Background: an optimization exercise with open tools, aiming at small area and a short achievable clock period. Do not read the settings as production practice.
Only simulation tests tie the RTL to the original design; equivalence was not proved.
Power and IR drop assume default switching activity.

== zinc ==
## noc_ring_ni
module noc_ring_ni
(
   input  wire        clk,
   input  wire        reset,
   input  wire [1:0]  ctrl_in,
   input  wire [15:0] flit_in,
   input  wire [1:0]  dest_fifo_in,
   output wire        en_pass_req,
   output wire        en_pass_rep,
   output wire        en_local_req,
   output wire        en_local_rep,
   output wire [4:0]  used_slots_pass_rep,
   input  wire [17:0] enq_req_data,
   input  wire [17:0] enq_rep_data,
   input  wire        en_out_req_enq,
   input  wire        en_out_rep_enq,
   output wire        out_req_rdy,
   output wire        out_rep_rdy,
   output wire [17:0] deq_req_data,
   output wire [17:0] deq_rep_data,
   output wire        req_rdy,
   output wire        rep_rdy,
   input  wire        en_in_req_deq,
   input  wire        en_in_rep_deq,
   input  wire        en_local_req_in,
   input  wire        en_local_rep_in,
   input  wire        en_pass_req_in,
   input  wire        en_pass_rep_in,
   input  wire [4:0]  used_slots_pass_rep_in,
   output wire [1:0]  ctrl_out,
   output wire [15:0] flit_out,
   output wire [1:0]  dest_fifo_out
);
Size in the first run: roughly 3900 cells after synthesis, ~1800 flip-flops, ~140 I/O pins.
==> module flit_fifo, before the edit <==
module flit_fifo
#(
   parameter int width     = 18,
   parameter bit port_copy = 1'b0    
)
(
   input  wire              clk,
   input  wire              reset,
   input  wire              wr_en,
   input  wire [width-1:0]  wr_data,
   input  wire              rd_en,
   output logic [width-1:0] rd_data,
   output logic [2:0]       peek_info,    
   output logic             empty,
   output logic             full,
   output logic             not_empty_q,    
   output logic             not_full_q,
   output logic [4:0]       used_slots_q
);
   localparam int ram_depth = 15;
   logic [width-1:0] head_q;
   logic [width-1:0] mem [ram_depth];
   logic [4:0]       count;
   logic             cnt0, cnt1;    
   logic [width-1:0] ram_out;
   logic [4:0] cnt_inc, cnt_dec;
   assign cnt_inc[0] = !count[0];
   assign cnt_inc[1] = count[1] ^ count[0];
   assign cnt_inc[2] = count[2] ^ (count[1] & count[0]);
   assign cnt_inc[3] = count[3] ^ (count[2] & count[1] & count[0]);
   assign cnt_inc[4] = count[4] ^ (count[3] & count[2] & count[1] & count[0]);
   assign cnt_dec[0] = !count[0];
   assign cnt_dec[1] = count[1] ^ !count[0];
   assign cnt_dec[2] = count[2] ^ !(count[1] | count[0]);
   assign cnt_dec[3] = count[3] ^ !(count[2] | count[1] | count[0]);
   assign cnt_dec[4] = count[4] ^ !(count[3] | count[2] | count[1] | count[0]);
   always_ff @(posedge clk)
   begin
      if (reset)
      begin
         count <= '0;
         cnt0  <= 1'b1;
         cnt1  <= 1'b0;
      end
      else if (wr_en != rd_en)
      begin
         count <= rd_en ? cnt_dec : cnt_inc;
         cnt0  <= rd_en && cnt1;
         cnt1  <= rd_en ? (count == 5'd2) : cnt0;
      end
   end
   always_ff @(posedge clk)
   begin
      if (wr_en && !cnt0)
      begin
         mem[0] <= wr_data;
         for (int i = 1; i < ram_depth; i++)
            mem[i] <= mem[i - 1];
      end
   end
   always_comb
   begin
      ram_out = '0;
      for (int i = 0; i < ram_depth; i++)
         ram_out = ram_out | ({width{count == 5'(i + 2)}} & mem[i]);
   end
   logic             take;    
   logic [width-1:0] head_d;
   assign take   = rd_en || cnt0;
   assign head_d = (!cnt0 && !cnt1 && rd_en) ? ram_out : wr_data;
   always_ff @(posedge clk)
   begin
      if (take)
         head_q <= head_d;
   end
   logic [width-1:0] next_flit;
   logic [3:0]       next_len;
   assign next_flit = (cnt0 || cnt1) ? wr_data : ram_out;
   assign next_len  = noc_ni_pkg::rep_msg_flits(next_flit[9:5]);
   assign peek_info = {next_flit[15:12] == 4'd4, next_len[3], next_len[1]};
   if (port_copy)
   begin : g_port
      logic [width-1:0] port_q;
      always_ff @(posedge clk)
      begin
         port_q <= (rd_en || (cnt0 && wr_en)) ? head_d : head_q;
      end
      assign rd_data = port_q;
   end
   else
   begin : g_head
      assign rd_data = head_q;
   end
   assign empty = cnt0;
   assign full  = count[4];
   logic [4:0] used_q;
   logic [4:0] used_inc, used_dec;
   assign used_inc[0] = !used_q[0];
   assign used_inc[1] = used_q[1] ^ used_q[0];
   assign used_inc[2] = used_q[2] ^ (used_q[1] & used_q[0]);
   assign used_inc[3] = used_q[3] ^ (used_q[2] & used_q[1] & used_q[0]);
   assign used_inc[4] = used_q[4] ^ (used_q[3] & used_q[2] & used_q[1] & used_q[0]);
   assign used_dec[0] = !used_q[0];
   assign used_dec[1] = used_q[1] ^ !used_q[0];
   assign used_dec[2] = used_q[2] ^ !(used_q[1] | used_q[0]);
   assign used_dec[3] = used_q[3] ^ !(used_q[2] | used_q[1] | used_q[0]);
   assign used_dec[4] = used_q[4] ^ !(used_q[3] | used_q[2] | used_q[1] | used_q[0]);
   always_ff @(posedge clk)
   begin
      if (reset)
      begin
         used_q      <= '0;
         not_empty_q <= 1'b0;
         not_full_q  <= 1'b1;
      end
      else if (wr_en != rd_en)
      begin
         used_q      <= rd_en ? used_dec : used_inc;
         not_empty_q <= !(rd_en && cnt1);
         not_full_q  <= rd_en || !(count == 5'd15);
      end
   end
   assign used_slots_q = used_q;
endmodule
Settings: LEC_CHECK=0, CAP_MARGIN=20, CORE_MARGIN=2, CORE_UTILIZATION=75, CTS_CLUSTER_DIAMETER=80, CTS_CLUSTER_SIZE=20, SETUP_SLACK_MARGIN=4.3, SLEW_MARGIN=20; clock period 7.0 ns.
run.sh (not shown) runs the stock make flow with config.mk's settings and CLKGATE_MAP_FILE= SYNTH_SCRIPT=/design/flow/synth_recipe.tcl, a recipe that flattens the netlist after the stock synthesis.
#### Input delta (tundra over zinc)
--- a/flow/design.v
+++ b/flow/design.v
@@ -57,10 +57,11 @@
             rep_msg_flits = 4'd1;     
       endcase
    endfunction
-   function automatic logic [2:0] flit_info(input logic [15:0] flit);
-      logic [3:0] len;
-      len       = rep_msg_flits(flit[9:5]);
-      flit_info = {flit[15:12] == 4'd4, len[3], len[1]};
+   function automatic logic [1:0] len_bits(input cmd_t c);
+      len_bits[1] = c[4] && ((!c[3] && !c[2] && (c[1] == c[0]))
+                             || (!c[3] && c[2] && !c[1] && !c[0])
+                             || (c[3] && !c[2] && !(c[1] && c[0])));
+      len_bits[0] = c[4] && !c[3] && (!c[2] || c[1] || c[0]);
    endfunction
 endpackage
 `default_nettype wire
@@ -87,33 +88,38 @@
    localparam int ram_depth = 15;
    logic [width-1:0] head_q;
    logic [width-1:0] mem [ram_depth];
-   logic [4:0]       count;
    logic             cnt0, cnt1;    
    logic [width-1:0] ram_out;
-   logic [4:0] cnt_inc, cnt_dec;
-   assign cnt_inc[0] = !count[0];
-   assign cnt_inc[1] = count[1] ^ count[0];
-   assign cnt_inc[2] = count[2] ^ (count[1] & count[0]);
-   assign cnt_inc[3] = count[3] ^ (count[2] & count[1] & count[0]);
-   assign cnt_inc[4] = count[4] ^ (count[3] & count[2] & count[1] & count[0]);
-   assign cnt_dec[0] = !count[0];
-   assign cnt_dec[1] = count[1] ^ !count[0];
-   assign cnt_dec[2] = count[2] ^ !(count[1] | count[0]);
-   assign cnt_dec[3] = count[3] ^ !(count[2] | count[1] | count[0]);
-   assign cnt_dec[4] = count[4] ^ !(count[3] | count[2] | count[1] | count[0]);
+   logic [3:0]       lo_q;
+   logic [4:0]       hi_q;
+   function automatic logic occ_is(input logic [3:0] lo, input logic [4:0] hi, input int n);
+      occ_is = hi[n / 4] && lo[n % 4];
+   endfunction
    always_ff @(posedge clk)
    begin
       if (reset)
       begin
-         count <= '0;
-         cnt0  <= 1'b1;
-         cnt1  <= 1'b0;
+         lo_q <= 4'b0001;
+         hi_q <= 5'b00001;
+         cnt0 <= 1'b1;
+         cnt1 <= 1'b0;
       end
       else if (wr_en != rd_en)
       begin
-         count <= rd_en ? cnt_dec : cnt_inc;
-         cnt0  <= rd_en && cnt1;
-         cnt1  <= rd_en ? (count == 5'd2) : cnt0;
+         if (rd_en)
+         begin
+            lo_q <= {lo_q[0], lo_q[3:1]};
+            if (lo_q[0])
+               hi_q <= {1'b0, hi_q[4:1]};
+         end
+         else
+         begin
+            lo_q <= {lo_q[2:0], lo_q[3]};
+            if (lo_q[3])
+               hi_q <= {hi_q[3:0], 1'b0};
+         end
+         cnt0 <= rd_en && cnt1;
+         cnt1 <= rd_en ? occ_is(lo_q, hi_q, 2) : cnt0;
       end
    end
    always_ff @(posedge clk)
@@ -129,7 +135,7 @@
    begin
       ram_out = '0;
       for (int i = 0; i < ram_depth; i++)
-         ram_out = ram_out | ({width{count == 5'(i + 2)}} & mem[i]);
+         ram_out = ram_out | ({width{occ_is(lo_q, hi_q, i + 2)}} & mem[i]);
    end
    logic             take;    
    logic [width-1:0] head_d;
@@ -141,10 +147,8 @@
          head_q <= head_d;
    end
    logic [width-1:0] next_flit;
-   logic [3:0]       next_len;
    assign next_flit = (cnt0 || cnt1) ? wr_data : ram_out;
-   assign next_len  = noc_ni_pkg::rep_msg_flits(next_flit[9:5]);
-   assign peek_info = {next_flit[15:12] == 4'd4, next_len[3], next_len[1]};
+   assign peek_info = {next_flit[15:12] == 4'd4, noc_ni_pkg::len_bits(next_flit[9:5])};
    if (port_copy)
    begin : g_port
       logic [width-1:0] port_q;
@@ -159,7 +163,7 @@
       assign rd_data = head_q;
    end
    assign empty = cnt0;
-   assign full  = count[4];
+   assign full  = hi_q[4];
    logic [4:0] used_q;
    logic [4:0] used_inc, used_dec;
    assign used_inc[0] = !used_q[0];
@@ -184,7 +188,7 @@
       begin
          used_q      <= rd_en ? used_dec : used_inc;
          not_empty_q <= !(rd_en && cnt1);
-         not_full_q  <= rd_en || !(count == 5'd15);
+         not_full_q  <= rd_en || !occ_is(lo_q, hi_q, 15);
       end
    end
    assign used_slots_q = used_q;
Findings:
Summary — number of placed instances, taps included, tundra relative to zinc: lower, by about 2.7%.
In the tables for zinc and tundra, flip-flop and latch count after synthesis reads higher with tundra.
Diff zinc and tundra: area taken by multi-input logic gates higher in zinc
Utilization delta for tundra relative to zinc: 1.7 points lower
Summary of tundra over zinc: portion of total power attributed to the clock network went up by 1.5 points; buffers inserted during post-CTS setup optimization went down by 70%; fmax went up by 4.1%; layout inverter count without the clock tree went up by 9; worst slack at placement went up by 0.040 ns.
Relative to zinc, the combinational power measured on tundra has decreased by more than a quarter.
Per the comparison of tundra with zinc, reg-to-reg setup timing slack went up by 0.12 ns, initial core utilization went up by 0.20 points.
Of the two values seen for end point of the critical path, u_ni.u_inj_req.head_q[15]$_DFFE_PP_ was produced by tundra and u_ni.u_transmit.lh_q[0][1]$_SDFFCE_PN0P_ by zinc.
Clock buffer count: tundra vs zinc up 1.7%

==> port drivers added, routing unchanged <==
Ports are ideal in the flow. The routed layouts listed here were re-timed in OpenROAD. Step 1 (the two cells are an assumption about what drives the block):
set clk [get_ports {clk}]
set_driving_cell -lib_cell sky130_fd_sc_hd__clkbuf_16 $clk
set_driving_cell -lib_cell sky130_fd_sc_hd__buf_2 [delete_from_list [all_inputs] $clk]
Step 2, shift: input delay + t, output delay - t, t = (earliest + latest rising clock arrival at the registers) / 2. This alone moves slack from input paths to output paths. Slacks: ideal / step 1 / step 2; pairs: ideal / step 1.
run	shift t [ns]	slack for setup (ns)	worst hold slack (ns)	slew at the worst register clock pin (ns)
zinc	0.774	4.065 / 4.065 / 3.473	0.436 / 0.436 / 0.436	0.10 / 0.10
tundra	0.770	4.181 / 4.181 / 3.556	0.444 / 0.444 / 0.444	0.09 / 0.09
After both steps every run listed still meets setup and hold. For tundra, which loses most, drivers alone change the setup slack by 0.000 ns; drivers and shift together by -0.625 ns.
